Source: an optimization exercise on an open RTL-to-GDS flow (aim: small area and few clock cycles per item). Production flows keep margins and buffers that such runs may drop. The RTL was checked by simulation tests, not by an equivalence proof against the original design.

==> flow/design.v (outline; a module is shown in full before it is edited, if it fits) <==
// module cplx_alu_core: 977 lines
// module cplx_alu_sched: 132 lines
module cplx_alu_sched
#(
  parameter int WIDTH      = cplx_pkg::CPLX_WIDTH,
  parameter int NREQ       = cplx_pkg::CPLX_NREQ,
  parameter int FIFO_DEPTH = cplx_pkg::CPLX_FIFO_DEPTH
) (
  input  logic                              clk,
  input  logic                              rst_n,
  input  logic [NREQ-1:0]                   req_valid,
  output logic [NREQ-1:0]                   req_ready,
  input  logic [NREQ-1:0]                   req_op,
  input  logic [NREQ-1:0][WIDTH-1:0]        req_a_re,
  input  logic [NREQ-1:0][WIDTH-1:0]        req_a_im,
  input  logic [NREQ-1:0][WIDTH-1:0]        req_b_re,
  input  logic [NREQ-1:0][WIDTH-1:0]        req_b_im,
  output logic                              rsp_valid,
  input  logic                              rsp_ready,
  output logic [$clog2(NREQ)-1:0]           rsp_id,
  output logic                              rsp_op,
  output logic signed [2*WIDTH:0]           rsp_re,
  output logic signed [2*WIDTH:0]           rsp_im,
  output logic                              busy
);
  // ...
==> flow/flow/run.sh <==
#!/bin/bash
# The standard layout, with the port buffers that global placement inserts made
# sky130_fd_sc_hd__buf_1 instead of the tool's default pick; every port still gets one.
set -euo pipefail
export BUFFER_PORTS_ARGS="-buffer_cell sky130_fd_sc_hd__buf_1"
bash standard.sh finish > standard.log 2>&1
==> flow/standard.sh <==
#!/bin/bash
# synth_recipe.tcl (not shown) runs the flow's synth.tcl, then flattens the netlist and writes it again
# the make line also repeats each setting of config.mk as NAME=value (left out here)
make -C /OpenROAD-flow-scripts/flow DESIGN_CONFIG=/design/flow/config.mk WORK_HOME=/design/flow/orfs CLKGATE_MAP_FILE= SYNTH_SCRIPT=/design/flow/synth_recipe.tcl "${@:-finish}"
==> flow/config.mk <==
export PLATFORM = sky130hd
export DESIGN_NAME = cplx_alu_sched
export DESIGN_NICKNAME = cplx_alu_sched
export VERILOG_FILES = /design/flow/design.v
export SDC_FILE = /design/flow/constraint.sdc
export NUM_CORES = 4
export LEC_CHECK = 0
export CAP_MARGIN = 20
export CORE_MARGIN = 2
export CORE_UTILIZATION = 40
export SLEW_MARGIN = 20
==> flow/constraint.sdc <==
create_clock -name core_clock -period 10.0 [get_ports {clk}]
set_input_delay 2.0000 -clock core_clock [delete_from_list [all_inputs] [get_ports {clk}]]
set_output_delay 2.0000 -clock core_clock [all_outputs]
set_load 0.01 [all_outputs]
==> metrics.yaml, run 1 <==
status:
  outcome: "complete, no violations"
critical_path:
  r2r_cells: 26
  cp_max_fo: 25
  cp.required_ns: 10.17
  rr_startpoint: "pre_id_q[1]"
  startpoint: "req_b_re[9]"
  crit_path_end: "out_im_q[31]"
cells_and_area:
  synthToLayoutAreaGrowth_pct: 12.0
  largestClassByArea: "multi-input combinational cells"
  num-nonclk-inverters: 263
  fillCellCount: 6281
  fin_util_pct: 45.1
yosys:
  netlist_area_sq_um: 24800
  yosysTopAreaCell: "fa_1"
  ys.warnings.count: 1
  avgSynthCellArea_sq_um: 7.85
  ys.flop_type: "edfxtp_1"
  ys_seq_area_share_pct: 13.5
  synth.most_common_cell: "nand2_1"
  synthAdderAreaFrac_pct: 22.5
  ys_types: 77
sta:
  fmax_ghz: 0.109
  timing.slew.headroom_pct: 20.8
  hold_violations: 0
  grt_setup_unrepaired: "false"
die:
  rows: 91
  well_tap_count: 790
  fp.dieH_microns: 253
placement:
  hpwl_mm: 86.3
  gp_congestion: 1.02
  portBuffers: 341
grt:
  grt_usage_pct: 33.3
routing:
  wl_met2_mm: 46.1
  drc: 0
  drt-met1-wl_mm: 44.1
cts:
  ctsHoldBuffers: 0
  clk_pin_slew_worst_paths_ns: 0.05
  clkLatencyLatePin_ns: 0.42
Testbench counts, summed over its fixed seeds: cycles 3,896, items 3,200.
==> inputs of run 2 (changes only) <==
==> flow/run.sh (new file) <==
#!/bin/bash
# synth_recipe.tcl (not shown) runs the flow's synth.tcl, then flattens the netlist and writes it again
# the make line also repeats each setting of config.mk as NAME=value (left out here)
make -C /OpenROAD-flow-scripts/flow DESIGN_CONFIG=/design/flow/config.mk WORK_HOME=/design/flow/orfs CLKGATE_MAP_FILE= SYNTH_SCRIPT=/design/flow/synth_recipe.tcl finish
removed: flow/flow/run.sh
removed: flow/standard.sh
==> metrics.yaml, run 2 <==
yosys:
  synth_edf_count: 101
  synth_nets: 3733
  synth.most_common_cell: "nand2_1"
  synth_top_area_share_pct: 18.0
  avgSynthCellArea_sq_um: 7.85  # unchanged
  synth_seq_cells: 113
  ys.warnings.count: 1  # unchanged
  ys.flop_type: "edfxtp_1"
  netlist_area_sq_um: 24800  # unchanged
  syn_inst: 3154
  ys_types: 77  # unchanged
  async_flop_share_pct: 9.73
  synthTopCellsByArea: "fa_1 (18%), edfxtp_1 (12%), nand2_1 (7.0%)"
  ys_seq_area_share_pct: 13.5  # unchanged
  synth_common_cells: "nand2_1 (461), inv_1 (258), a21oi_1 (235)"
  yosysTopAreaCell: "fa_1"
grt:
  grt_usage_pct: 35.2  # +2.0 points
  antenna_found_initial: 16
  overflow: 0
  grt_pass1_vias: 25600
  grt_pass1_wl_mm: 167
  grt_max_degree: 79
critical_path:
  startpoint: "req_b_im[26]"
  cp.required_ns: 10.17  # about the same
  worstPathArrival_ns: 9.75
  cp_slowest_cell: "mux2i_1"
  cp_num_buf_inv: 6
  crit_cells: 28
  slowest_delay_ns: 0.72
  critPathTopFamily: "adder cells"
  cp_common_cell: "fa_1"
  crit_path_end: "out_im_q[31]"
  cp-start-kind: "primary input"
  end_kind: "register"
  reg2reg_slack_ns: 0.68
  cp_max_fo: 11  # -56%
  rr_startpoint: "pre_v_q"
  r2r_cells: 29  # +12%
  r2r_end: "out_im_q[31]"
  worstSetupPathType: "primary input to register"
routing:
  first_pass_iters: 6
  postRouteAntennaNets: 0
  routed_via_density: 6.29
  drc: 0  # unchanged
  wl_per_cell_microns: 27.0
  wl_mm: 114
  num_vias: 26700
  first_iter_violations: 3832
cells_and_area:
  layout-drive-gt1-share_pct: 9.71
  fillCellCount: 5938  # -5.5%
  final_common_cell: "nand2_1"
  nets: 4005
  synthToLayoutAreaGrowth_pct: 21.6
  top_regs: "out_im_q x33, out_re_q x33, pre_re_q x33"
  mostFrequentLayoutCells: "nand2_1 (459), clkdlybuf4s50_1 (341), inv_1 (258)"
  fin_area_sq_um: 30100
die:
  start_util_pct: 40.3
  rows: 91  # unchanged
  fp.dieH_microns: 253  # unchanged
  dieArea_sq_um: 63900
  coreArea_sq_um: 61500
  ios: 342
  die_w_microns: 253
sta:
  timing.slew.headroom_pct: 19.2  # -1.6 points
  timing.final.crit_share_pct: 95.8
  slew_violations: 0
  holdWs_ns: 0.455
  setup_viol: 0
  clock_skew_ns: 0.00752
  fmax_ghz: 0.104  # -4.2%
  hold_violations: 0  # unchanged
  grt_setup_unrepaired: "false"
  setup-tns-final_ns: 0
  tightest_slew_ns: 1.21
  period_needed_ns: 9.58
placement:
  hpwl_mm: 92.9  # +7.6%
  portBuffers: 341  # unchanged
  gp_congestion: 1.03  # +0.68%
  place_area_sq_um: 29500
run:
  drv_cap: 0
status:
  outcome: "complete, no violations"
cts:
  htreeDepth: 4
  postCtsSetupBuffers: 0
  ctsHoldBuffers: 0  # unchanged
  cts_tree: "yes"
  cts_buffers: 17
  ctsResizeCount: 0
  clock_sinks: 113
  root_buffer: "clkbuf_16"
  clk_path_buf_depth: 2
  clk_pin_slew_worst_paths_ns: 0.05  # about the same
  clkLatencyLatePin_ns: 0.42  # about the same
hold_path:
  hold_path_class: "register to register"
-- run 2: final cells by class --
| cell class | instances | area, sq um | area share, % |
|---|---|---|---|
| Antenna cell | 11 | 27.5 | 0.0914 |
| Clock buffer | 21 | 450 | 1.50 |
| Clock inverter | 11 | 139 | 0.461 |
| Inverter | 263 | 987 | 3.28 |
| Multi-Input combinational cell | 2500 | 19300 | 64.0 |
| Sequential cell | 113 | 3330 | 11.1 |
| Tap cell | 790 | 988 | 3.28 |
| Timing Repair Buffer | 531 | 4910 | 16.3 |
-- run 2: worst min-delay path by stage --
stage | cells after the start | start | end
2_1_floorplan | 2 | out_op_q | out_op_q
3_3_place_gp | 2 | out_op_q | out_op_q
3_5_place_dp | 2 | out_op_q | out_op_q
4_1_cts | 2 | out_op_q | out_op_q
5_1_grt | 2 | out_op_q | out_op_q
6_report | 2 | out_op_q | out_op_q
-- run 2: logic make-up after synthesis --
logic type	after synthesis	share of synthesized area, %
AO/OA/AOI/OAI	1048	26.8
AND/OR/NAND/NOR	840	14.7
buffers and inverters	541	9.28
adder cells (fa/ha/maj)	313	22.5
XOR/XNOR	206	7.38
flip-flops	113	13.5
multiplexers	93	5.87
-- run 2: worst reg2reg max path, delay by kind of cell, from the launching register on --
family / cells / cell delay, ns
muxes: 2 / 1.16
and+or+nand+nor: 2 / 0.32
AOI/OAI and AO/OA: 10 / 1.82
xor gates and xnor gates: 1 / 0.15
DFF: 1 / 0.56
adders and majority gates: 7 / 3.29
buffers and inverters: 7 / 1.76
-- run 2: per-stage QoR --
stage | utilization (%) | setup WS [ns] | cells
finish | 49.0 | 0.422 | 4240
global route | 49.0 | 0.168 | 4239
CTS | 48.9 | 0.555 | 4228
detailed placement | 47.9 | 0.132 | 4196
global placement | 47.9 | 0.151 | 4195
floorplan | - | 1.27 | 3154
-- run 2: routing by layer --
| metal | global-route usage (%) | vias to the layer above | share of wire [%] |
|---|---|---|---|
| met4 | 13.9 | 4 | 4.8 |
| met5 | 0 | - | 0.020 |
| met2 | 54.9 | 1740 | 44 |
| li1 | - | 11700 | - |
| met1 | 47.6 | 12900 | 41 |
| met3 | 7.50 | 307 | 11 |

-- afterwards: timing with drivers on the ports --
How much do the figures lean on ideal ports? The routed layouts below were timed once more, with nothing changed but the port constraints.
Step 1 sets driving cells, clkbuf_16 on the clock port and buf_2 on the other inputs (assumed; they add their load-dependent delay and slew).
Step 2 also shifts input and output timing later by t, the mid clock arrival at the registers, as if the neighbouring blocks saw the same clock.
a / b / c = ideal ports / drivers / drivers and shift; a / b = the first two.
| run | t (ns) | setup slack, ns | worst setup path at the end |
|---|---|---|---|
| run 1 | 0.466 | 0.819 / 0.821 / 0.383 | input to register |
| run 2 | 0.463 | 0.422 / 0.332 / -0.131 | input to register |
With both steps, setup timing fails in run 2, where it was met with ideal ports. For run 2, which loses most, drivers alone change the setup slack by -0.090 ns; drivers and shift together by -0.553 ns.
